Context: an optimization exercise on an open-source flow, tuned for small area. The choices shown serve that exercise and are no tape-out recipe. In this exercise RTL edits were held to simulation tests only and were not proved equivalent to the original. No activity file was given, so power comes from the tool's default toggle rates.

[flow/config.mk]
export PLATFORM = sky130hd
export DESIGN_NAME = scct_top
export DESIGN_NICKNAME = scct_top
export VERILOG_FILES = /design/flow/design.v
export SDC_FILE = /design/flow/constraint.sdc
export NUM_CORES = 4
export LEC_CHECK = 0
export CAP_MARGIN = 20
export CORE_MARGIN = 2
export CORE_UTILIZATION = 50
export PLACE_DENSITY = 0.65
export SLEW_MARGIN = 20
[flow/constraint.sdc]
create_clock -name core_clock -period 10.0 [get_ports {clk}]
set_input_delay 2.0000 -clock core_clock [delete_from_list [all_inputs] [get_ports {clk}]]
set_output_delay 2.0000 -clock core_clock [all_outputs]
set_load 0.01 [all_outputs]
[flow/design.v]
package scct_timer_pkg;
   localparam int unsigned CTR_W  = 32;
   localparam int unsigned PSC_W  = 16;
   localparam int unsigned NUM_CH = 4;
   localparam logic [1:0] ACT_NONE = 2'd0;
   localparam logic [1:0] ACT_SET  = 2'd1;
   localparam logic [1:0] ACT_CLR  = 2'd2;
   localparam logic [1:0] ACT_TGL  = 2'd3;
endpackage
package scct_reg_pkg;
   localparam int unsigned ADR_W = 4;
   localparam int unsigned DAT_W = 32;
   localparam int unsigned REG_CTR     = 0;
   localparam int unsigned REG_PSC     = 1;
   localparam int unsigned REG_CTR_IE  = 2;
   localparam int unsigned REG_CTR_IS  = 3;
   localparam int unsigned REG_CH_MODE = 4;
   localparam int unsigned REG_CH_ACT  = 5;
   localparam int unsigned REG_CH_IE   = 6;
   localparam int unsigned REG_CH_IS   = 7;
   localparam int unsigned REG_CH_INP  = 8;
   localparam int unsigned REG_CH_OUT  = 9;
   localparam int unsigned REG_CCR0    = 10;
   localparam int unsigned NUM_REG = 14;
endpackage
`timescale 1ns/1ps
import scct_timer_pkg::*;
import scct_reg_pkg::*;
module scct_top (
   input  logic              clk,
   input  logic              rst,
   input  logic              wb_cyc_i,
   input  logic              wb_stb_i,
   input  logic              wb_we_i,
   input  logic [ADR_W-1:0]  wb_adr_i,
   input  logic [DAT_W-1:0]  wb_dat_i,
   output logic [DAT_W-1:0]  wb_dat_o,
   output logic              wb_ack_o,
   input  logic [NUM_CH-1:0] pins_i,
   output logic [NUM_CH-1:0] pins_o,
   output logic              irq_o
);
   logic              ack_q;
   logic [DAT_W-1:0]  rdat_q;
   logic              req;
   logic              wr;
   logic [15:0]       wsel;
   logic [DAT_W-1:0]  rd_mux;
   assign req = wb_cyc_i & wb_stb_i & ~ack_q;
   assign wr  = ack_q & wb_we_i;
   always_comb begin
      wsel = '0;
      wsel[wb_adr_i] = wr;
   end
   logic [PSC_W-1:0] psc_q;
   logic [PSC_W-1:0] pcnt_q;
   logic [CTR_W-1:0] ctr_q;
   logic             ctr_ie_q;
   logic             ctr_is_q;
   logic             tick_q;
   logic             step;
   logic             wrap;
   assign step = (pcnt_q >= psc_q);
   assign wrap = step & (&ctr_q) & ~wsel[REG_CTR];
   always_ff @(posedge clk or posedge rst) begin
      if (rst) begin
         ack_q    <= 1'b0;
         ctr_is_q <= 1'b0;
      end else begin
         ack_q <= req;
         ctr_is_q <= (ctr_is_q & ~(wsel[REG_CTR_IS] & wb_dat_i[0])) | wrap;
      end
   end
   always_ff @(posedge clk) begin
      if (rst) begin
         psc_q    <= '0;
         pcnt_q   <= '0;
         ctr_q    <= '0;
         tick_q   <= 1'b0;
         ctr_ie_q <= 1'b0;
      end else begin
         if (wsel[REG_PSC])    psc_q    <= wb_dat_i[PSC_W-1:0];
         if (wsel[REG_CTR_IE]) ctr_ie_q <= wb_dat_i[0];
         if (wsel[REG_CTR]) begin
            ctr_q  <= wb_dat_i;
            pcnt_q <= '0;
            tick_q <= 1'b0;
         end else if (step) begin
            ctr_q  <= ctr_q + 1'b1;
            pcnt_q <= '0;
            tick_q <= 1'b1;
         end else begin
            pcnt_q <= pcnt_q + 1'b1;
            tick_q <= 1'b0;
         end
      end
   end
   logic [NUM_CH-1:0] ch_mode;
   logic [2*NUM_CH-1:0] ch_act;
   logic [CTR_W-1:0]  ch_ccr [NUM_CH];
   logic [CTR_W-1:0]  ch_nccr [NUM_CH];
   logic [NUM_CH-1:0] ch_ie;
   logic [NUM_CH-1:0] ch_is;
   logic [NUM_CH-1:0] ch_pin;
   for (genvar n = 0; n < NUM_CH; n++) begin : g_ch
      logic [2:0] sync_q;
      logic       rise_q;
      logic       capture;
      logic       match;
      assign ch_ccr[n] = ~ch_nccr[n];
      assign capture = ch_mode[n] & rise_q;
      assign match   = ~ch_mode[n] & tick_q & (ctr_q == ch_ccr[n]);
      always_ff @(posedge clk or posedge rst) begin
         if (rst) begin
            ch_is[n]  <= 1'b0;
            ch_pin[n] <= 1'b0;
         end else begin
            if (match) begin
               case (ch_act[2*n+:2])
                  ACT_SET: ch_pin[n] <= 1'b1;
                  ACT_CLR: ch_pin[n] <= 1'b0;
                  ACT_TGL: ch_pin[n] <= ~ch_pin[n];
                  default: ch_pin[n] <= ch_pin[n];
               endcase
            end
            ch_is[n] <= (ch_is[n] & ~(wsel[REG_CH_IS] & wb_dat_i[n])) | capture | match;
         end
      end
      always_ff @(posedge clk) begin
         if (rst) begin
            sync_q         <= '0;
            rise_q         <= 1'b0;
            ch_mode[n]     <= 1'b0;
            ch_act[2*n+:2] <= ACT_NONE;
            ch_ie[n]       <= 1'b0;
            ch_nccr[n]     <= '1;
         end else begin
            sync_q <= {sync_q[1:0], pins_i[n]};
            rise_q <= sync_q[1] & ~sync_q[2];
            if (wsel[REG_CH_IE])   ch_ie[n]       <= wb_dat_i[n];
            if (wsel[REG_CH_MODE]) ch_mode[n]     <= wb_dat_i[n];
            if (wsel[REG_CH_ACT])  ch_act[2*n+:2] <= wb_dat_i[2*n+:2];
            if (capture)                 ch_nccr[n] <= ~ctr_q;
            else if (wsel[REG_CCR0 + n]) ch_nccr[n] <= ~wb_dat_i;
         end
      end
   end
   always_comb begin
      rd_mux = '0;
      case (wb_adr_i)
         4'd0:  rd_mux = ctr_q;
         4'd1:  rd_mux[PSC_W-1:0] = psc_q;
         4'd2:  rd_mux[0] = ctr_ie_q;
         4'd3:  rd_mux[0] = ctr_is_q;
         4'd4:  rd_mux[NUM_CH-1:0] = ch_mode;
         4'd5:  rd_mux[2*NUM_CH-1:0] = ch_act;
         4'd6:  rd_mux[NUM_CH-1:0] = ch_ie;
         4'd7:  rd_mux[NUM_CH-1:0] = ch_is;
         4'd8:  rd_mux[NUM_CH-1:0] = pins_i;
         4'd9:  rd_mux[NUM_CH-1:0] = ch_pin;
         4'd10: rd_mux = ch_ccr[0];
         4'd11: rd_mux = ch_ccr[1];
         4'd12: rd_mux = ch_ccr[2];
         4'd13: rd_mux = ch_ccr[3];
         default: rd_mux = '0;
      endcase
   end
   always_ff @(posedge clk) begin
      rdat_q <= rd_mux;
   end
   assign wb_ack_o = ack_q;
   assign wb_dat_o = rdat_q;
   assign pins_o   = ch_pin;
   assign irq_o    = (ctr_ie_q & ctr_is_q) | (|(ch_ie & ch_is));
endmodule
[flow/flow/run.sh]
#!/bin/bash
# Own layout flow: the standard.sh with
#  - an area-oriented ABC script in synthesis (flow/synth.tcl, flow/area.abc), and
#    adders left to ABC instead of being mapped to half/full-adder cells first,
#  - the smallest buffer on every input and output port,
#  - a clock tree without dummy loads, built from clkbuf_8 with small sink clusters.
# Every tool's output goes to the ORFS logs under orfs/logs; make's own output to flow_make.log.
set -euo pipefail
W=$(pwd)
export ADDER_MAP_FILE=""
export BUFFER_PORTS_ARGS="-buffer_cell sky130_fd_sc_hd__buf_1"
export CTS_ARGS="-sink_clustering_enable -repair_clock_nets -dont_use_dummy_load -buf_list sky130_fd_sc_hd__clkbuf_4 -sink_clustering_size 8 -sink_clustering_max_diameter 35"
sed "s#SYNTH_SCRIPT=[^ ]*#SYNTH_SCRIPT=$W/flow/synth.tcl #" standard.sh > own_standard.sh
bash own_standard.sh finish > flow_make.log 2>&1
[flow/flow/area.abc]
strash
&get -n
&fraig -x
&put
dc2
strash
&get -n
&deepsyn -T 20
&put
strash
&get -n
&dch -f
&nf -R 1000 -p -F 8 -A 4 -C 32
&put
[flow/flow/synth.tcl]
# The standard flow's synthesis (synth_recipe.tcl, unchanged) with an area-oriented ABC script
# for the combinational mapping; registers are mapped exactly as in the standard flow's synthesis.
set flowdir [file dirname [file normalize [info script]]]
set ::my_abc_script $flowdir/area.abc
proc abc {args} {
  set i [lsearch -exact $args -script]
  if {$i >= 0} { set args [lreplace $args [expr {$i+1}] [expr {$i+1}] $::my_abc_script] }
  yosys abc {*}$args
}
source [file dirname $flowdir]/synth_recipe.tcl
[flow/standard.sh]
#!/bin/bash
# synth_recipe.tcl (not shown) runs the flow's synth.tcl, then flattens the netlist and writes it again
# the make line also repeats each setting of config.mk as NAME=value (left out here)
make -C /OpenROAD-flow-scripts/flow DESIGN_CONFIG=/design/flow/config.mk WORK_HOME=/design/flow/orfs CLKGATE_MAP_FILE= SYNTH_SCRIPT=/design/flow/synth_recipe.tcl "${@:-finish}"
==> notes.md, run 1 <==
status=complete, no violations; Vias per Instance=7.16; Net Sw Power=0.000513 W; CTS clk-pin slew, worst paths=0.09 ns; crit path launch type=register; DP Cell Count=1604; DIE WIDTH=153 um; CP arrival=9.36 ns; CP max FO=6; top cells by area, synth=dfxtp_1 (46%), a221oi_1 (12%), nor2_1 (7.2%), nand2_1 (3.4%), a22o_1 (2.7%); DRT Wirelength=47600 um; Leakage=4.12 nW; mapped cell area=11200 um2; syn_area_per_cell=9.17 um2; via count=11805; Comb pwr share=9.6%; Routed Antenna Nets=0; dominant cell type by area after synthesis=dfxtp_1; f_max=114 MHz; RSZ-0062 raised after global routing=no; DR iter-0 viols=1321; worst skew pair latency=0.70 ns; max-cap violations=0; hold-critical path depth=1; # clock sinks=268; H-tree lvl count=2; Req. time, crit path=10.59 ns; # hold bufs at CTS=0; slowest stage delay, CP=0.42 ns; CP max-delay cell=dfxtp_1; top cell type's share of synthesized area=46.2%; Crit Path Class=reg -> reg; Resize count post-CTS=0; GRT Util Overall=39.5%; worst setup margin=1.23 ns; gr ovfl total=0; clk buf depth=3; R2R cell count=38; Wirelength per Cell=28.9 um; Hold Crit Class=reg -> reg; # rows=54; Setup Fix Bufs, Post-CTS=0; core area=21900 um2; Synth Flop Type=dfxtp_1; critical path capture point type=register; Int Pwr=0.00134 W; Buffers on Ports=82; sequential share of the synthesized area=48.5%; #FFs+latches synth=268; hold_sp=g_ch[3].sync_q[2]$_SDFF_PP0_; initial antenna violation count=1; worst reg2reg startpoint=pcnt_q[0]$_SDFF_PP0_; Final period util=87.7%; Final Skew=0.0902 ns; switching share of power=27.7%; register share of total power=59.9%; cts bufs inserted=44; CP dominant cell by count=maj3_1; Placer Congestion=0.973; CTS tree=built; Clk Tree Root Cell=clkbuf_4; reg2reg end=ctr_q[31]$_SDFFE_PP0P_; drt drc=0; hold endpoint=g_ch[3].rise_q$_SDFF_PP0_; die area=23600 um2; die span in y=153 um; minimum clock period=8.77 ns; Top Ports=83; EDFF count, synth=0; share of post-route cells with drive strength above 1=6.14%; sum of negative setup slack=0 ns; starting density of the core=51.0%; largest net degree at the start of global routing=35; fraction of registers with async set/reset=3.73%; Rel. slew slack=29.1%; Ys Warns=3; Pre-Repair DR Iteration Count=8; Syn Nets=1263; post-layout net count=1415; Fin. Hold Viols=0; crit path launch=pcnt_q[0]$_SDFF_PP0_; pre-CTS WS=1.33 ns; area added between synthesis and finish=11.0%; final setup vio count=0; number of global-route vias before repair=10948; first-pass GRT wire length=71200 um; hpwl dp=31200 um; Worst Max-Slew Pin Slew=1.06 ns; fin cells=1649; final max-slew violation count=0; pwr dens=149 nW/um2; Peak VDD IR=119 uV; FF-to-FF setup slack=1.23 ns; Cell variety after synth=41; clock share of power=30.6%; Mapped Cells=1218
-- Yosys cell counts (9+ instances only) --
cell,instances
o31ai_1,18
a22oi_1,14
a22o_1,34
nor4_1,11
a21oi_1,56
o221ai_1,28
a2111oi_0,11
o22ai_1,45
a211oi_1,21
o21ai_0,56
clkinv_1,19
and3_1,17
o2111ai_1,14
nor2b_1,24
xnor2_1,13
nor3_1,18
dfrtp_1,10
nor2_1,214
nand3_1,12
nand2_1,100
a221oi_1,154
dfxtp_1,258
maj3_1,9
and2_0,10
-- metal layers --
metal | up-vias | track usage (%) | wire length (um)
li1 | 5179 | - | -
met1 | 5632 | 56.2 | 19600
met2 | 850 | 57.6 | 20100
met3 | 144 | 9.87 | 6150
met4 | 0 | 15.2 | 1750
met5 | - | 0 | 0
-- cell type report --
cell class,count,area [um2]
Timing Repair Buffer,106,488
Antenna cell,1,2.50
Tap cell,280,350
Sequential cell,268,5420
Multi-Input combinational cell,931,5740
Fill cell,2028,9490
Inverter,19,71.3
Clock buffer,44,330
-- per-stage QoR --
step	hold WS (ns)	util (%)	total power (W)	cell area (um2)
finish	0.388	56.6	0.00185	12400
global route	0.397	56.6	0.00191	12400
CTS	0.389	56.6	0.00185	12400
detailed placement	0.378	55.1	0.00130	12100
global placement	0.374	55.1	0.00130	12100
floorplan	0.367	-	0.00121	11200
-- layout by cell type, fill, tap and decap left out, types with 3 or more instances in the layout --
cell type  count
o31ai_1       18
o211ai_1       4
a222oi_1       5
nand3_1       12
o21ai_2        4
nor3_1        15
a221o_1        6
o22ai_1       45
a31oi_1        6
nor4_1        11
dfxtp_1      258
a2111oi_0     11
nor3_2         3
o22a_1         3
xnor2_1       13
o21ai_0       52
clkbuf_4      44
nand4_1        4
dfrtp_1       10
a221oi_1     154
nand2_1      100
maj3_1         9
a211oi_1      21
and3_1        13
o2bb2ai_1      3
nor2b_1       23
o221ai_1      28
buf_1         82
buf_4         24
a22o_1        34
nor2_1       214
clkinv_1      19
and2_0        10
nor3b_2        4
a21oi_1       56
a22oi_1       14
nand2b_1       5
o2111ai_1     14
and3_2         4
-- cells by family (layout without fill, tap and decap cells) --
logic type                 count (synthesis)  count (layout)  share of synthesized area [%]
adders and majority gates                  9               9                          0.806
AOI/OAI and AO/OA                        480             480                           32.2
and+or+nand+nor                          427             427                           16.7
xor gates and xnor gates                  15              15                           1.18
other                                      0               1                              0
DFF                                      268             268                           48.5
buffers and inverters                     19             169                          0.638
-- registers in the layout, summed over array words and instances (netlist names), 8 cells and up --
signal and count:
ch_act 8, ch_nccr 128, ctr_q 32, g_ch.sync_q 12
pcnt_q 16, psc_q 16, rdat_q 32
-- worst max path at each step --
stage                              to  depth (start not counted)  slack (ns)
3_5_place_dp   ctr_q[31]$_SDFFE_PP0P_                         38        1.33
3_3_place_gp   ctr_q[31]$_SDFFE_PP0P_                         38        1.55
2_1_floorplan  ctr_q[31]$_SDFFE_PP0P_                         38        2.36
6_report       ctr_q[31]$_SDFFE_PP0P_                         38        1.23
5_1_grt        ctr_q[31]$_SDFFE_PP0P_                         38        0.44
4_1_cts        ctr_q[31]$_SDFFE_PP0P_                         38        1.30
-- power groups by stage --
stage / registers [W] / logic (W) / clock network, W
2_1_floorplan: 0.00113 / 0.0000788 / 0
3_3_place_gp: 0.00113 / 0.000170 / 0
3_5_place_dp: 0.00113 / 0.000169 / 0
4_1_cts: 0.00111 / 0.000170 / 0.000571
5_1_grt: 0.00111 / 0.000186 / 0.000614
6_report: 0.00111 / 0.000178 / 0.000565
-- worst max-delay path, delay by kind of cell, from the launching register on --
| kind | cells | cell delay, ns |
|---|---|---|
| AND/OR/NAND/NOR | 21 | 4.88 |
| AO/OA/AOI/OAI | 8 | 0.82 |
| adder cells (fa/ha/maj) | 9 | 2.57 |
| flip-flops | 1 | 0.42 |
==> inputs of run 2 (changes only) <==
--- a/flow/flow/run.sh
+++ b/flow/flow/run.sh
@@ -3,7 +3,7 @@
 #  - an area-oriented ABC script in synthesis (flow/synth.tcl, flow/area.abc), and
 #    adders left to ABC instead of being mapped to half/full-adder cells first,
 #  - the smallest buffer on every input and output port,
-#  - a clock tree without dummy loads, built from clkbuf_8 with small sink clusters.
+#  - a clock tree without dummy loads, built from clkbuf_4 with small sink clusters.
 # Every tool's output goes to the ORFS logs under orfs/logs; make's own output to flow_make.log.
 set -euo pipefail
 W=$(pwd)
==> run 2 against run 1 <==
  * Fmax is the same
  * First-iteration DRC count is the same
  * Sequential power is essentially flat
  * Critical path type unchanged
  * Combinational power is essentially flat
  * Via count is the same
  * Critical path depth is the same
  * Still clean
  * Cell area is the same
  * Clock power is essentially flat
  * Clock skew is the same
  * Utilization is the same
==> notes.md, run 2 <==
share of post-route cells with drive strength above 1=6.14% (unchanged); Final period util=87.7% (unchanged); cts bufs inserted=44 (unchanged); slowest stage delay, CP=0.42 ns (about the same); Clk Tree Root Cell=clkbuf_4 (unchanged); FILL cells=2028 (unchanged); sum of negative setup slack=0 ns (unchanged); Fin. Hold Viols=0 (unchanged); Vias per Instance=7.16 (unchanged); max-cap violations=0 (unchanged); Mapped Cells=1218 (unchanged); Post-DP Area=12100 um2 (unchanged); pwr dens=149 nW/um2 (unchanged); Pre-Repair DR Iteration Count=8 (unchanged); commonest non-fill, non-tap cell in the layout=dfxtp_1 (unchanged); most numerous cell in the Yosys netlist=dfxtp_1 (unchanged); status=complete, no violations (unchanged); hold_sp=g_ch[3].sync_q[2]$_SDFF_PP0_ (unchanged); dominant cell type by area after synthesis=dfxtp_1 (unchanged); EDFF count, synth=0 (unchanged); CTS clk-pin slew, worst paths=0.09 ns (about the same); H-tree lvl count=2 (unchanged); DR iter-0 viols=1321 (unchanged); CP arrival=9.36 ns (about the same); largest net degree at the start of global routing=35 (unchanged); die span in y=153 um (unchanged); starting density of the core=51.0% (unchanged); core area=21900 um2 (unchanged); # clock sinks=268 (unchanged); CTS tree=built (unchanged); mapped cell area=11200 um2 (unchanged); CP dominant cell by count=maj3_1 (unchanged); DIE WIDTH=153 um (unchanged); die area=23600 um2 (unchanged); area added between synthesis and finish=11.0% (unchanged); crit path launch type=register (unchanged); Peak VDD IR=119 uV (unchanged); clk buf depth=3 (unchanged); fraction of registers with async set/reset=3.73% (unchanged); fin cells=1649 (unchanged); #FFs+latches synth=268 (unchanged); Routed Antenna Nets=0 (unchanged); Ys Warns=3 (unchanged); GRT Util Overall=39.5% (unchanged); Cell variety after synth=41 (unchanged); top cell type's share of synthesized area=46.2% (unchanged); number of global-route vias before repair=10948 (unchanged); CP max FO=6 (unchanged); RSZ-0062 raised after global routing=no (unchanged); post-layout net count=1415 (unchanged); gr ovfl total=0 (unchanged); final setup vio count=0 (unchanged); Crit Path Class=reg -> reg (unchanged); Syn Nets=1263 (unchanged); leading registers by flop count=ch_nccr x128, ctr_q x32, rdat_q x32 (unchanged); f_max=114 MHz (unchanged); most frequent cells in the layout=dfxtp_1 (258), nor2_1 (214), a221oi_1 (154) (unchanged); crit path launch=pcnt_q[0]$_SDFF_PP0_ (unchanged); worst reg2reg startpoint=pcnt_q[0]$_SDFF_PP0_ (unchanged); Setup Fix Bufs, Post-CTS=0 (unchanged); initial antenna violation count=1 (unchanged); Placer Congestion=0.973 (unchanged); Final Skew=0.0902 ns (unchanged); first-pass GRT wire length=71200 um (unchanged); worst setup margin=1.23 ns (unchanged); Worst Max-Slew Pin Slew=1.06 ns (unchanged); drt drc=0 (unchanged); hpwl dp=31200 um (unchanged); crit-path leading delay family=simple AND/OR/NAND/NOR gates (unchanged); register with the most flip-flops=ch_nccr (unchanged); Buffers on Ports=82 (unchanged); syn_area_per_cell=9.17 um2 (unchanged); worst skew pair latency=0.70 ns (about the same); Leakage=4.12 nW (unchanged); Top Ports=83 (unchanged); Hold Crit Class=reg -> reg (unchanged); Rel. slew slack=29.1% (unchanged); Wirelength per Cell=28.9 um (unchanged); critical path capture point type=register (unchanged); Finished Cell Area=12400 um2 (unchanged); CP max-delay cell=dfxtp_1 (unchanged); top cells by area, synth=dfxtp_1 (46%), a221oi_1 (12%), nor2_1 (7.2%), nand2_1 (3.4%), a22o_1 (2.7%) (unchanged); via count=11805 (unchanged); pre-CTS WS=1.33 ns (unchanged); max reg flops=128 (unchanged); minimum clock period=8.77 ns (unchanged); final max-slew violation count=0 (unchanged); worst path buffer plus inverter count=0 (unchanged); # hold bufs at CTS=0 (unchanged); DP Cell Count=1604 (unchanged); Synth Flop Type=dfxtp_1 (unchanged); # rows=54 (unchanged); DRT Wirelength=47600 um (unchanged); Req. time, crit path=10.59 ns (about the same); Resize count post-CTS=0 (unchanged); Commonest cells post-synth=dfxtp_1 (258), nor2_1 (214), a221oi_1 (154), nand2_1 (100) (unchanged); sequential share of the synthesized area=48.5% (unchanged)
==> run 2: worst paths after layout <==
path,slack (ns),cells past startpoint,endpoint
min in group asynchronous,1.52,4,ctr_is_q$_DFF_PP0_
hold / removal,0.39,1,g_ch[3].rise_q$_SDFF_PP0_
hold reg to reg,0.39,1,g_ch[3].rise_q$_SDFF_PP0_
max in group asynchronous,8.21,4,ch_is[2]$_DFF_PP0_
setup / recovery,1.23,38,ctr_q[31]$_SDFFE_PP0P_
setup reg to reg,1.23,38,ctr_q[31]$_SDFFE_PP0P_
==> run 2: area by class of cell <==
class                           instances  area [um2]  share of cell area, %
Multi-Input combinational cell        931        5740                   46.3
Clock buffer                           44         330                   2.66
Timing Repair Buffer                  106         488                   3.94
Antenna cell                            1        2.50                 0.0202
Inverter                               19        71.3                  0.575
Tap cell                              280         350                   2.83
Sequential cell                       268        5420                   43.7
==> run 2: cells by family after synthesis <==
kind of cell | after synthesis | synth area share [%]
compound gates | 480 | 32.2
simple gates | 427 | 16.7
flops | 268 | 48.5
buf+inv | 19 | 0.638
xor+xnor | 15 | 1.18
fa+ha+maj | 9 | 0.806
==> run 2: per-layer routing <==
metal | up-vias | share of wire (%) | track usage [%]
met5 | - | 0 | 0
met4 | 0 | 3.7 | 15.2
met3 | 144 | 13 | 9.87
met2 | 850 | 42 | 57.6
met1 | 5632 | 41 | 56.2
li1 | 5179 | - | -
==> run 2: stage by stage <==
step / utilization, % / power, W / hold slack (ns)
floorplan: - / 0.00121 / 0.367
global placement: 55.1 / 0.00130 / 0.374
detailed placement: 55.1 / 0.00130 / 0.378
CTS: 56.6 / 0.00185 / 0.389
global route: 56.6 / 0.00191 / 0.397
finish: 56.6 / 0.00185 / 0.388
==> run 2: worst register-to-register path: cells and delay by family, from the launching register on <==
kind	cells	cell delay, ns
AOI/OAI and AO/OA	8	0.82
adders and majority gates	9	2.57
DFF	1	0.42
and+or+nand+nor	21	4.88
==> run 2: report_power, final <==
part           switching [W]  internal, W  total, W  leakage [nW]
Combinational       0.000123    0.0000545  0.000178          1.71
Sequential         0.0000265      0.00108   0.00111          2.21
Clock               0.000364     0.000201  0.000565         0.202
Total               0.000513      0.00134   0.00185          4.12
==> inputs of run 3 (changes only) <==
==> flow/flow/run.sh (replaced) <==
#!/bin/bash
# Own layout flow: the standard.sh with
#  - an area-oriented ABC script in synthesis (flow/synth.tcl, flow/area.abc),
#  - the smallest buffer on every input and output port,
#  - a clock tree without dummy loads, built from clkbuf_4 with small sink clusters.
# Every tool's output goes to the ORFS logs under orfs/logs; make's own output to flow_make.log.
set -euo pipefail
W=$(pwd)
export BUFFER_PORTS_ARGS="-buffer_cell sky130_fd_sc_hd__buf_1"
export CTS_ARGS="-sink_clustering_enable -repair_clock_nets -dont_use_dummy_load -buf_list sky130_fd_sc_hd__clkbuf_4 -sink_clustering_size 8 -sink_clustering_max_diameter 35"
sed "s#SYNTH_SCRIPT=[^ ]*#SYNTH_SCRIPT=$W/flow/synth.tcl #" standard.sh > own_standard.sh
bash own_standard.sh finish > flow_make.log 2>&1
--- a/flow/config.mk
+++ b/flow/config.mk
@@ -7,6 +7,6 @@
 export LEC_CHECK = 0
 export CAP_MARGIN = 20
 export CORE_MARGIN = 2
-export CORE_UTILIZATION = 50
-export PLACE_DENSITY = 0.65
+export CORE_UTILIZATION = 40
+export PLACE_DENSITY = 0.6
 export SLEW_MARGIN = 20
==> run 3 against run 2 <==
  * Still clean on timing, DRC and antenna
  * Power shrank 0.14%
  * Cell area grew 5.2%
  * Hold slack lost 0.027 ns
  * Non-clock buffer count grew 3
  * Sequential share of layout area shrank 2.2 points
  * First-iteration DRC count grew 13%
==> notes.md, run 3 <==
status=complete, no violations (unchanged); commonest non-fill, non-tap cell in the layout=dfxtp_1 (unchanged); worst reg2reg startpoint=pcnt_q[0]$_SDFF_PP0_ (unchanged); H-tree lvl count=2 (unchanged); DIE WIDTH=174 um (was 153 um); Final Skew=0.0908 ns (was 0.0902 ns); max-cap violations=0 (unchanged); final setup vio count=0 (unchanged); most numerous cell in the Yosys netlist=dfxtp_1 (unchanged); # hold bufs at CTS=0 (unchanged); FILL cells=2886 (was 2028); Top Ports=83 (unchanged); top cell type's share of synthesized area=44.5% (was 46.2%); CP max FO=6 (unchanged); area added between synthesis and finish=12.4% (was 11.0%); Leakage=4.43 nW (was 4.12 nW); hpwl dp=34400 um (was 31200 um); Worst Max-Slew Pin Slew=1.14 ns (was 1.06 ns); leading registers by flop count=ch_nccr x128, ctr_q x32, rdat_q x32 (unchanged); critical path capture point type=register (unchanged); Synth Flop Type=dfxtp_1 (unchanged); die span in y=174 um (was 153 um); Wirelength per Cell=27.5 um (was 28.9 um); final max-slew violation count=0 (unchanged); Fin. Hold Viols=0 (unchanged); register with the most flip-flops=ch_nccr (unchanged); Tot Pwr=0.00185 W (about the same); most frequent cells in the layout=dfxtp_1 (258), nor2_1 (189), a221oi_1 (146) (was dfxtp_1 (258), nor2_1 (214), a221oi_1 (154)); top cells by area, synth=dfxtp_1 (44%), a221oi_1 (11%), nor2_1 (6.2%), a21oi_1 (3.7%), nand2_1 (3.5%) (was dfxtp_1 (46%), a221oi_1 (12%), nor2_1 (7.2%), nand2_1 (3.4%), a22o_1 (2.7%)); cts bufs inserted=53 (was 44); RSZ-0062 raised after global routing=no (unchanged); CP arrival=6.46 ns (was 9.36 ns); Final period util=59.1% (was 87.7%); sum of negative setup slack=0 ns (unchanged); Pre-Repair DR Iteration Count=6 (was 8); fraction of registers with async set/reset=3.73% (unchanged); CTS clk-pin slew, worst paths=0.08 ns (was 0.09 ns); Mapped Cells=1278 (was 1218); Resize count post-CTS=0 (unchanged); Routed Antenna Nets=0 (unchanged); Cell variety after synth=47 (was 41); Syn Nets=1345 (was 1263); hold endpoint=g_ch[0].rise_q$_SDFF_PP0_ (was g_ch[3].rise_q$_SDFF_PP0_); f_max=169 MHz (was 114 MHz); Rel. slew slack=23.9% (was 29.1%); die area=30400 um2 (was 23600 um2); Ys Warns=3 (unchanged); worst setup margin=4.09 ns (was 1.23 ns); CP dominant cell by count=nor2b_1 (was maj3_1); share of post-route cells with drive strength above 1=6.60% (was 6.14%); slowest stage delay, CP=0.39 ns (was 0.42 ns); Vias per Instance=6.67 (was 7.16); worst skew pair latency=0.72 ns (was 0.70 ns); Clk Tree Root Cell=clkbuf_4 (unchanged); via count=12168 (was 11805); Finished Cell Area=13100 um2 (was 12400 um2); number of global-route vias before repair=11410 (was 10948); Placer Congestion=0.981 (was 0.973); core area=28600 um2 (was 21900 um2); reg2reg end=ctr_q[31]$_SDFFE_PP0P_ (unchanged); GRT Util Overall=32.6% (was 39.5%); starting density of the core=40.6% (was 51.0%); syn_area_per_cell=9.09 um2 (was 9.17 um2); sequential share of the synthesized area=46.6% (was 48.5%); Req. time, crit path=10.55 ns (was 10.59 ns); Buffers on Ports=82 (unchanged); EDFF count, synth=0 (unchanged); DR iter-0 viols=1491 (was 1321); FF-to-FF setup slack=4.09 ns (was 1.23 ns); hold-critical path depth=1 (unchanged); dominant cell type by area after synthesis=dfxtp_1 (unchanged); gr ovfl total=0 (unchanged); pwr dens=142 nW/um2 (was 149 nW/um2); pre-CTS WS=4.05 ns (was 1.33 ns); CP max-delay cell=dfxtp_1 (unchanged); crit path launch type=register (unchanged); mapped cell area=11600 um2 (was 11200 um2); Commonest cells post-synth=dfxtp_1 (258), nor2_1 (191), a221oi_1 (146), nand2_1 (107), a21oi_1 (85) (was dfxtp_1 (258), nor2_1 (214), a221oi_1 (154), nand2_1 (100)); # rows=62 (was 54); Setup Fix Bufs, Post-CTS=0 (unchanged); # clock sinks=268 (unchanged); largest net degree at the start of global routing=34 (was 35); minimum clock period=5.91 ns (was 8.77 ns); CTS tree=built (unchanged); Peak VDD IR=85.0 uV (was 119 uV); drt drc=0 (unchanged); R2R cell count=35 (was 38); #FFs+latches synth=268 (unchanged); first-pass GRT wire length=75500 um (was 71200 um); DRT Wirelength=50200 um (was 47600 um); Hold Crit Class=reg -> reg (unchanged); Post-DP Area=12600 um2 (was 12100 um2); initial antenna violation count=1 (unchanged); Crit Path Class=reg -> reg (unchanged); max reg flops=128 (unchanged); hold_sp=g_ch[0].sync_q[2]$_SDFF_PP0_ (was g_ch[3].sync_q[2]$_SDFF_PP0_); post-layout net count=1509 (was 1415); clk buf depth=3 (unchanged)
-- run 3: changes by cell type in the layout (fill, tap and decap cells not counted), moves of 9 or more --
cell and change:
clkbuf_4 +9, a31oi_1 +9, nand4_1 +9, maj3_1 -9, and4_1 +11, nor2_1 -25
a21oi_1 +29, ha_1 +22, nand3_1 +13
-- run 3: area by class of cell --
cell class	count	area, um2	area share [%]
inverters	24	90.1	0.690
well taps	384	480	3.68
multi-input cells	986	6150	47.2
repair buffers	109	510	3.91
diodes	1	2.50	0.0192
clock buffers	53	398	3.05
flip-flops and latches	268	5420	41.5
-- run 3: cells by family (layout without fill, tap and decap cells) --
group                    count (synthesis)  in the layout  synth area share (%)
flip-flops                             268            268                  46.6
AND/OR/NAND/NOR                        440            440                  17.2
XOR/XNOR                                17             17                  1.28
AO/OA/AOI/OAI                          507            507                  31.7
adder cells (fa/ha/maj)                 22             22                  2.37
buffers and inverters                   24            186                 0.776
other                                    0              1                     0
-- run 3: how the worst max path moves through the flow --
stage / from / endpoint / slack, ns
after floorplan: wb_adr_i[0] / ch_nccr[0][0]$_SDFFE_PP1P_ / 4.27
after global placement: wb_adr_i[0] / ctr_q[1]$_SDFFE_PP0P_ / 4.13
after detailed placement: wb_adr_i[0] / pcnt_q[13]$_SDFF_PP0_ / 4.05
after CTS: pcnt_q[0]$_SDFF_PP0_ / ctr_q[31]$_SDFFE_PP0P_ / 4.14
after global routing: pcnt_q[0]$_SDFF_PP0_ / ctr_q[29]$_SDFFE_PP0P_ / 3.38
final: pcnt_q[0]$_SDFF_PP0_ / ctr_q[31]$_SDFFE_PP0P_ / 4.09
-- run 3: per-layer routing --
| layer | global-route usage [%] | part of all wire [%] | wire length (um) |
|---|---|---|---|
| met2 | 52.5 | 46 | 23100 |
| met3 | 4.31 | 7.7 | 3850 |
| met4 | 10.5 | 3.0 | 1490 |
| met1 | 45.3 | 43 | 21700 |
| met5 | 0 | 0 | 0 |
-- run 3: power breakdown --
part	internal [W]	leakage [nW]	total, W	switching, W
Combinational	0.0000365	1.98	0.000136	0.0000991
Sequential	0.00108	2.21	0.00109	0.0000146
Clock	0.000240	0.244	0.000620	0.000380
Total	0.00135	4.43	0.00185	0.000494
-- run 3: through the flow --
| stage | instances | hold slack, ns | utilization, % |
|---|---|---|---|
| 6_report | 1825 | 0.362 | 45.6 |
| 5_1_grt | 1825 | 0.395 | 45.6 |
| 4_1_cts | 1824 | 0.365 | 45.6 |
| 3_5_place_dp | 1771 | 0.374 | 44.2 |
| 3_3_place_gp | 1771 | 0.371 | 44.2 |
| 2_1_floorplan | 1278 | 0.367 | - |
-- run 3: critical path, delay by kind of cell, from the launching register on --
kind | cells | cell delay [ns]
fa+ha+maj | 1 | 0.26
compound gates | 12 | 1.14
flops | 1 | 0.39
simple gates | 21 | 3.86
buf+inv | 1 | 0.09
==> inputs of run 4 (changes only) <==
--- a/flow/design.v
+++ b/flow/design.v
@@ -53,6 +53,8 @@
       wsel[wb_adr_i] = wr;
    end
    logic [PSC_W-1:0] psc_q;
+   logic [PSC_W-1:0] psc_nq;
+   assign psc_q = ~psc_nq;
    logic [PSC_W-1:0] pcnt_q;
    logic [CTR_W-1:0] ctr_q;
    logic             ctr_ie_q;
@@ -73,13 +75,13 @@
    end
    always_ff @(posedge clk) begin
       if (rst) begin
-         psc_q    <= '0;
+         psc_nq   <= '1;
          pcnt_q   <= '0;
          ctr_q    <= '0;
          tick_q   <= 1'b0;
          ctr_ie_q <= 1'b0;
       end else begin
-         if (wsel[REG_PSC])    psc_q    <= wb_dat_i[PSC_W-1:0];
+         if (wsel[REG_PSC])    psc_nq   <= ~wb_dat_i[PSC_W-1:0];
          if (wsel[REG_CTR_IE]) ctr_ie_q <= wb_dat_i[0];
          if (wsel[REG_CTR]) begin
             ctr_q  <= wb_dat_i;
==> flow/flow/run.sh (replaced) <==
#!/bin/bash
# Own layout flow: the standard.sh with
#  - an area-oriented ABC script in synthesis (flow/synth.tcl, flow/area.abc), and
#    adders left to ABC instead of being mapped to half/full-adder cells first,
#  - the smallest buffer on every input and output port,
#  - a clock tree without dummy loads, built from clkbuf_4 with small sink clusters.
# Every tool's output goes to the ORFS logs under orfs/logs; make's own output to flow_make.log.
set -euo pipefail
W=$(pwd)
export ADDER_MAP_FILE=""
export BUFFER_PORTS_ARGS="-buffer_cell sky130_fd_sc_hd__buf_1"
export CTS_ARGS="-sink_clustering_enable -repair_clock_nets -dont_use_dummy_load -buf_list sky130_fd_sc_hd__clkbuf_4 -sink_clustering_size 8 -sink_clustering_max_diameter 35"
sed "s#SYNTH_SCRIPT=[^ ]*#SYNTH_SCRIPT=$W/flow/synth.tcl #" standard.sh > own_standard.sh
bash own_standard.sh finish > flow_make.log 2>&1
==> flow/flow/area.abc (replaced) <==
strash
&get -n
&fraig -x
&put
dc2
strash
&get -n
&deepsyn -T 60
&put
dc2
strash
&get -n
&deepsyn -T 60
&put
strash
&get -n
&dch -f
&nf -R 1000 -p -F 8 -A 4 -C 32
&put
--- a/flow/config.mk
+++ b/flow/config.mk
@@ -7,6 +7,6 @@
 export LEC_CHECK = 0
 export CAP_MARGIN = 20
 export CORE_MARGIN = 2
-export CORE_UTILIZATION = 40
-export PLACE_DENSITY = 0.6
+export CORE_UTILIZATION = 50
+export PLACE_DENSITY = 0.65
 export SLEW_MARGIN = 20
==> run 4 against run 3 <==
  * Synthesized cell count is 5.6% lower
  * Sequential cell count stayed put
  * Hold slack better by 0.030 ns
  * Final cell count is 10% lower
  * Sequential power hardly changed
  * Setup slack worse by 1.9 ns
  * Clock-buffer cell count is 7 lower
  * Via count is 1.7% lower
  * Utilization is 11 points higher
  * Largest cell class unchanged
==> notes.md, run 4 <==
status=complete, no violations (unchanged); Leakage=4.17 nW (was 4.43 nW); initial antenna violation count=1 (unchanged); EDFF count, synth=0 (unchanged); via count=11964 (was 12168); Worst Max-Slew Pin Slew=1.10 ns (was 1.14 ns); worst skew pair latency=0.71 ns (was 0.72 ns); worst setup margin=2.15 ns (was 4.09 ns); DR iter-0 viols=1723 (was 1491); Setup Fix Bufs, Post-CTS=0 (unchanged); dominant cell type by area after synthesis=dfxtp_1 (unchanged); CP max FO=5 (was 6); slowest stage delay, CP=0.39 ns (about the same); Final Skew=0.0962 ns (was 0.0908 ns); Top Ports=83 (unchanged); Comb pwr share=6.6% (was 7.3%); gr ovfl total=0 (unchanged); die area=23300 um2 (was 30400 um2); Placer Congestion=1.10 (was 0.981); most numerous cell in the Yosys netlist=dfxtp_1 (unchanged); pre-CTS WS=2.34 ns (was 4.05 ns); first-pass GRT wire length=72000 um (was 75500 um); H-tree lvl count=2 (unchanged); Resize count post-CTS=0 (unchanged); CP max-delay cell=a21oi_1 (was dfxtp_1); hold-critical path depth=1 (unchanged); Clk Tree Root Cell=clkbuf_4 (unchanged); area taken by multi-input logic gates=5700 um2 (was 6150 um2); register with the most flip-flops=ch_nccr (unchanged); register share of total power=61.0% (was 59.1%); Final period util=78.5% (was 59.1%); Wirelength per Cell=29.5 um (was 27.5 um); worst path buffer plus inverter count=0 (was 1); hold_sp=g_ch[3].sync_q[2]$_SDFF_PP0_ (was g_ch[0].sync_q[2]$_SDFF_PP0_); core area=21800 um2 (was 28600 um2); Routed Antenna Nets=0 (unchanged); Fin. Hold Viols=0 (unchanged); mapped cell area=11100 um2 (was 11600 um2); post-layout net count=1408 (was 1509); most frequent cells in the layout=dfxtp_1 (258), nor2_1 (233), a221oi_1 (158) (was dfxtp_1 (258), nor2_1 (189), a221oi_1 (146)); leading registers by flop count=ch_nccr x128, ctr_q x32, rdat_q x32 (unchanged); Rel. slew slack=24.8% (was 23.9%); critical path capture point type=register (unchanged); cts bufs inserted=46 (was 53); reg2reg end=ctr_is_q$_DFF_PP0_ (was ctr_q[31]$_SDFFE_PP0P_); # clock sinks=268 (unchanged); Crit path depth=37 (was 35); Crit Path Class=reg -> reg (unchanged); # rows=54 (was 62); Synth Flop Type=dfxtp_1 (unchanged); max-cap violations=0 (unchanged); Ys Warns=3 (unchanged); Syn Nets=1252 (was 1345); die span in y=153 um (was 174 um); DRT Wirelength=48400 um (was 50200 um); Commonest cells post-synth=dfxtp_1 (258), nor2_1 (234), a221oi_1 (158), a21oi_1 (84), nand2_1 (83) (was dfxtp_1 (258), nor2_1 (191), a221oi_1 (146), nand2_1 (107), a21oi_1 (85)); FILL cells=2029 (was 2886); Peak VDD IR=80.3 uV (was 85.0 uV); CTS clk-pin slew, worst paths=0.09 ns (was 0.08 ns); hold endpoint=g_ch[3].rise_q$_SDFF_PP0_ (was g_ch[0].rise_q$_SDFF_PP0_); Cell variety after synth=40 (was 47); Int Pwr=0.00132 W (was 0.00135 W); R2R cell count=37 (was 35); Net Sw Power=0.000474 W (was 0.000494 W); sequential share of the synthesized area=49.0% (was 46.6%); Req. time, crit path=10.55 ns (about the same); clk buf depth=3 (unchanged); max reg flops=128 (unchanged); clock share of power=32.4% (was 33.6%); largest net degree at the start of global routing=33 (was 34); Mapped Cells=1207 (was 1278); RSZ-0062 raised after global routing=no (unchanged); f_max=127 MHz (was 169 MHz); DIE WIDTH=153 um (was 174 um); GRT Util Overall=40.3% (was 32.6%); CTS tree=built (unchanged); top cell type's share of synthesized area=46.7% (was 44.5%); worst reg2reg startpoint=pcnt_q[1]$_SDFF_PP0_ (was pcnt_q[0]$_SDFF_PP0_); fraction of registers with async set/reset=3.73% (unchanged); Hold Crit Class=reg -> reg (unchanged); top cells by area, synth=dfxtp_1 (47%), a221oi_1 (13%), nor2_1 (7.9%), a21oi_1 (3.8%), o22ai_1 (3.4%) (was dfxtp_1 (44%), a221oi_1 (11%), nor2_1 (6.2%), a21oi_1 (3.7%), nand2_1 (3.5%)); drt drc=0 (unchanged); crit path launch type=register (unchanged); Pre-Repair DR Iteration Count=9 (was 6); pwr dens=145 nW/um2 (was 142 nW/um2); Buffers on Ports=82 (unchanged); number of global-route vias before repair=11104 (was 11410); minimum clock period=7.85 ns (was 5.91 ns); starting density of the core=50.8% (was 40.6%); syn_area_per_cell=9.16 um2 (was 9.09 um2); area added between synthesis and finish=11.4% (was 12.4%); # hold bufs at CTS=0 (unchanged); FF+latch area=5420 um2 (unchanged); crit-path leading delay family=simple AND/OR/NAND/NOR gates (unchanged); FF-to-FF setup slack=2.15 ns (was 4.09 ns); final max-slew violation count=0 (unchanged); share of post-route cells with drive strength above 1=6.47% (was 6.60%); sum of negative setup slack=0 ns (unchanged); CP arrival=8.40 ns (was 6.46 ns); Vias per Instance=7.29 (was 6.67); hpwl dp=32000 um (was 34400 um); switching share of power=26.4% (was 26.7%); final setup vio count=0 (unchanged); #FFs+latches synth=268 (unchanged); commonest non-fill, non-tap cell in the layout=dfxtp_1 (unchanged)
[run 4: cell count changes in the layout (fill, tap and decap cells not counted), sizes merged, moves of 12 or more]
cell	delta
o21ai	-18
clkinv	-22
a22o	-17
nor2	+43
nand3	-15
and4	-12
o22ai	+15
a221oi	+12
nand2	-24
ha	-22
[run 4: power groups by stage]
stage,combinational (W),clock (W),sequential (W)
global placement,0.000112,0,0.00112
detailed placement,0.000112,0,0.00112
CTS,0.000112,0.000584,0.00109
finish,0.000118,0.000581,0.00109
floorplan,0.0000490,0,0.00111
global route,0.000123,0.000626,0.00109
[run 4: layout make-up]
type                            count  area share (%)
Antenna cell                        1          0.0203
Clock buffer                       46            2.80
Inverter                            2          0.0609
Multi-Input combinational cell    937            46.2
Sequential cell                   268            43.9
Tap cell                          280            2.84
Timing Repair Buffer              108            4.08
[run 4: through the flow]
stage	instances	hold WS, ns	util [%]	power, W	instance area, um2
6_report	1642	0.392	56.6	0.00179	12300
5_1_grt	1642	0.400	56.6	0.00184	12300
4_1_cts	1641	0.394	56.6	0.00179	12300
3_5_place_dp	1595	0.382	55.0	0.00123	12000
3_3_place_gp	1594	0.375	55.0	0.00123	12000
2_1_floorplan	1207	0.367	-	0.00116	11100
[run 4: routing by layer]
metal  vias up  part of all wire [%]  global-route usage, %
li1       5157                     -                      -
met1      5740                    40                   56.9
met2       905                    42                   57.7
met3       162                    13                   10.2
met4         0                   4.9                   19.1
met5         -                     0                      0
[run 4: worst max path at each step]
stage | from | end | slack (ns)
6_report | pcnt_q[1]$_SDFF_PP0_ | ctr_is_q$_DFF_PP0_ | 2.15
5_1_grt | pcnt_q[1]$_SDFF_PP0_ | ctr_q[31]$_SDFFE_PP0P_ | 1.47
4_1_cts | pcnt_q[1]$_SDFF_PP0_ | ctr_is_q$_DFF_PP0_ | 2.26
3_5_place_dp | pcnt_q[1]$_SDFF_PP0_ | ctr_is_q$_DFF_PP0_ | 2.34
3_3_place_gp | pcnt_q[1]$_SDFF_PP0_ | ctr_is_q$_DFF_PP0_ | 2.39
2_1_floorplan | pcnt_q[1]$_SDFF_PP0_ | ctr_is_q$_DFF_PP0_ | 3.41
[run 4: worst register-to-register path: cells and delay by family, from the launching register on]
| family | cells | cell delay [ns] |
|---|---|---|
| AND/OR/NAND/NOR | 24 | 5.02 |
| AO/OA/AOI/OAI | 13 | 2.37 |
| flip-flops | 1 | 0.35 |
[run 4: cell families after synthesis]
family / share of synthesized area, %
flip-flops: 49.0
buffers and inverters: 0.0679
AO/OA/AOI/OAI: 32.3
AND/OR/NAND/NOR: 16.8
XOR/XNOR: 1.90
==> inputs of run 5 (changes only) <==
--- a/flow/flow/run.sh
+++ b/flow/flow/run.sh
@@ -8,6 +8,7 @@
 set -euo pipefail
 W=$(pwd)
 export ADDER_MAP_FILE=""
+export DONT_USE_CELLS="sky130_fd_sc_hd__buf_4 sky130_fd_sc_hd__buf_6 sky130_fd_sc_hd__buf_8 sky130_fd_sc_hd__buf_12 sky130_fd_sc_hd__buf_16"
 export BUFFER_PORTS_ARGS="-buffer_cell sky130_fd_sc_hd__buf_1"
 export CTS_ARGS="-sink_clustering_enable -repair_clock_nets -dont_use_dummy_load -buf_list sky130_fd_sc_hd__clkbuf_4 -sink_clustering_size 8 -sink_clustering_max_diameter 35"
 sed "s#SYNTH_SCRIPT=[^ ]*#SYNTH_SCRIPT=$W/flow/synth.tcl #" standard.sh > own_standard.sh
==> run 5 against run 4 <==
  * Power is the same
  * Clock skew did not move
  * Global-route usage did not move
  * Highest routed layer unchanged
  * Setup slack unchanged
  * Fmax stayed put
  * Cell area stayed put
  * Wire length unchanged
  * Synthesized area stayed put
  * Hold slack stayed put
  * Final cell count is the same
==> notes.md, run 5 <==
Wirelength per Cell=29.5 um (unchanged); top cell type's share of synthesized area=46.7% (unchanged); die area=23300 um2 (unchanged); Mapped Cells=1207 (unchanged); worst reg2reg startpoint=pcnt_q[1]$_SDFF_PP0_ (unchanged); CP max FO=5 (unchanged); pwr dens=145 nW/um2 (unchanged); # rows=54 (unchanged); hold_sp=g_ch[3].sync_q[2]$_SDFF_PP0_ (unchanged); max-cap violations=0 (unchanged); Resize count post-CTS=0 (unchanged); DRT Wirelength=48400 um (unchanged); Req. time, crit path=10.55 ns (about the same); register with the most flip-flops=ch_nccr (unchanged); DP Cell Count=1595 (unchanged); Final Skew=0.0962 ns (unchanged); top cells by area, synth=dfxtp_1 (47%), a221oi_1 (13%), nor2_1 (7.9%), a21oi_1 (3.8%), o22ai_1 (3.4%) (unchanged); first-pass GRT wire length=72000 um (unchanged); CTS clk-pin slew, worst paths=0.09 ns (about the same); hpwl dp=32000 um (unchanged); GRT Util Overall=40.3% (unchanged); Vias per Instance=7.29 (unchanged); Ys Warns=3 (unchanged); Cell variety after synth=40 (unchanged); reg2reg end=ctr_is_q$_DFF_PP0_ (unchanged); Fin. Hold Viols=0 (unchanged); Placer Congestion=1.10 (unchanged); critical path capture point type=register (unchanged); #FFs+latches synth=268 (unchanged); starting density of the core=50.8% (unchanged); hold endpoint=g_ch[3].rise_q$_SDFF_PP0_ (unchanged); Final period util=78.5% (unchanged); Peak VDD IR=80.3 uV (unchanged); Clk Tree Root Cell=clkbuf_4 (unchanged); minimum clock period=7.85 ns (unchanged); mapped cell area=11100 um2 (unchanged); fin cells=1642 (unchanged); Worst Max-Slew Pin Slew=1.10 ns (unchanged); CP max-delay cell=a21oi_1 (unchanged); DR iter-0 viols=1723 (unchanged); most frequent cells in the layout=dfxtp_1 (258), nor2_1 (233), a221oi_1 (158) (unchanged); Synth Flop Type=dfxtp_1 (unchanged); H-tree lvl count=2 (unchanged); final setup vio count=0 (unchanged); area added between synthesis and finish=11.4% (unchanged); leading registers by flop count=ch_nccr x128, ctr_q x32, rdat_q x32 (unchanged); Routed Antenna Nets=0 (unchanged); Leakage=4.17 nW (unchanged); hold-critical path depth=1 (unchanged); die span in y=153 um (unchanged); Commonest cells post-synth=dfxtp_1 (258), nor2_1 (234), a221oi_1 (158), a21oi_1 (84), nand2_1 (83) (unchanged); largest net degree at the start of global routing=33 (unchanged); crit path launch type=register (unchanged); most numerous cell in the Yosys netlist=dfxtp_1 (unchanged); cts bufs inserted=46 (unchanged); CP arrival=8.40 ns (about the same); sum of negative setup slack=0 ns (unchanged); gr ovfl total=0 (unchanged); # clock sinks=268 (unchanged); f_max=127 MHz (unchanged); via count=11964 (unchanged); post-layout net count=1408 (unchanged); core area=21800 um2 (unchanged); clk buf depth=3 (unchanged); Buffers on Ports=82 (unchanged); Setup Fix Bufs, Post-CTS=0 (unchanged); Rel. slew slack=24.8% (unchanged); FF-to-FF setup slack=2.15 ns (about the same); fraction of registers with async set/reset=3.73% (unchanged); RSZ-0062 raised after global routing=no (unchanged); slowest stage delay, CP=0.39 ns (about the same); final max-slew violation count=0 (unchanged); EDFF count, synth=0 (unchanged); number of global-route vias before repair=11104 (unchanged); max reg flops=128 (unchanged); Hold Crit Class=reg -> reg (unchanged); syn_area_per_cell=9.16 um2 (unchanged); # hold bufs at CTS=0 (unchanged); Pre-Repair DR Iteration Count=9 (unchanged); Syn Nets=1252 (unchanged); R2R cell count=37 (unchanged); CTS tree=built (unchanged); Top Ports=83 (unchanged); worst skew pair latency=0.71 ns (about the same); commonest non-fill, non-tap cell in the layout=dfxtp_1 (unchanged); DIE WIDTH=153 um (unchanged); sequential share of the synthesized area=49.0% (unchanged); status=complete, no violations (unchanged); share of post-route cells with drive strength above 1=6.47% (unchanged); initial antenna violation count=1 (unchanged); Crit Path Class=reg -> reg (unchanged); dominant cell type by area after synthesis=dfxtp_1 (unchanged); drt drc=0 (unchanged)
-- run 5: power breakdown --
part	internal (W)	switching (W)
clock	0.000210	0.000371
combinational	0.0000317	0.0000863
sequential	0.00108	0.0000162
total	0.00132	0.000474
-- run 5: layout make-up --
| type | count | area [um2] |
|---|---|---|
| fillers | 2029 | 9430 |
| multi-input cells | 937 | 5700 |
| flip-flops and latches | 268 | 5420 |
| repair buffers | 108 | 503 |
| well taps | 280 | 350 |
| clock buffers | 46 | 345 |
| inverters | 2 | 7.51 |
| diodes | 1 | 2.50 |
-- run 5: cell families after synthesis --
| group | after synthesis | synth area share (%) |
|---|---|---|
| compound gates | 485 | 32.3 |
| xor+xnor | 24 | 1.90 |
| buf+inv | 2 | 0.0679 |
| flops | 268 | 49.0 |
| simple gates | 428 | 16.8 |
-- run 5: stage by stage --
| step | util (%) | hold slack, ns | area, um2 | worst slack, ns | power (W) |
|---|---|---|---|---|---|
| 6_report | 56.6 | 0.392 | 12300 | 2.15 | 0.00179 |
| 5_1_grt | 56.6 | 0.400 | 12300 | 1.47 | 0.00184 |
| 4_1_cts | 56.6 | 0.394 | 12300 | 2.26 | 0.00179 |
| 3_5_place_dp | 55.0 | 0.382 | 12000 | 2.34 | 0.00123 |
| 3_3_place_gp | 55.0 | 0.375 | 12000 | 2.39 | 0.00123 |
| 2_1_floorplan | - | 0.367 | 11100 | 3.41 | 0.00116 |
-- run 5: worst max-delay path, delay by kind of cell, from the launching register on --
family | cells | cell delay (ns)
simple gates | 24 | 5.00
flops | 1 | 0.35
compound gates | 13 | 2.37
-- run 5: per-layer routing --
layer / wire length [um] / GRT usage [%] / vias to the layer above
met5: 0 / 0 / -
met4: 2390 / 19.1 / 0
met3: 6190 / 10.2 / 162
met2: 20300 / 57.7 / 905
met1: 19500 / 56.9 / 5740
li1: - / - / 5157
-- run 5: how the worst max path moves through the flow --
stage                          from                endpoint  slack (ns)
2_1_floorplan  pcnt_q[1]$_SDFF_PP0_      ctr_is_q$_DFF_PP0_        3.41
3_3_place_gp   pcnt_q[1]$_SDFF_PP0_      ctr_is_q$_DFF_PP0_        2.39
3_5_place_dp   pcnt_q[1]$_SDFF_PP0_      ctr_is_q$_DFF_PP0_        2.34
4_1_cts        pcnt_q[1]$_SDFF_PP0_      ctr_is_q$_DFF_PP0_        2.26
5_1_grt        pcnt_q[1]$_SDFF_PP0_  ctr_q[31]$_SDFFE_PP0P_        1.47
6_report       pcnt_q[1]$_SDFF_PP0_      ctr_is_q$_DFF_PP0_        2.15

afterwards: timing with drivers on the ports:
How much do the figures lean on ideal ports? The routed layouts below were timed once more, with nothing changed but the port constraints. Step 1 assumes that a clkbuf_16 drives the clock port and a buf_2 every other input. Step 2, shift: input delay + t, output delay - t, t = (earliest + latest rising clock arrival at the registers) / 2. This alone moves slack from input paths to output paths. Three values: ideal ports, drivers, drivers and shift; two values: the first two.
run	shift t [ns]	setup WS [ns]	worst hold slack (ns)	clock arrival spread, ns
run 1	0.693	1.230 / 1.230 / 1.230	0.388 / 0.388 / 0.388	0.090 / 0.091
run 2	0.693	1.230 / 1.230 / 1.230	0.388 / 0.388 / 0.388	0.090 / 0.091
run 3	0.716	4.092 / 4.092 / 3.991	0.362 / 0.362 / 0.362	0.097 / 0.097
run 4	0.711	2.153 / 2.153 / 2.153	0.392 / 0.392 / 0.392	0.098 / 0.099
run 5	0.711	2.153 / 2.153 / 2.153	0.392 / 0.392 / 0.392	0.098 / 0.099
After both steps every run listed still meets setup and hold. The setup slack of run 3, which loses most, moves by 0.000 ns with the drivers and by -0.101 ns with both steps.
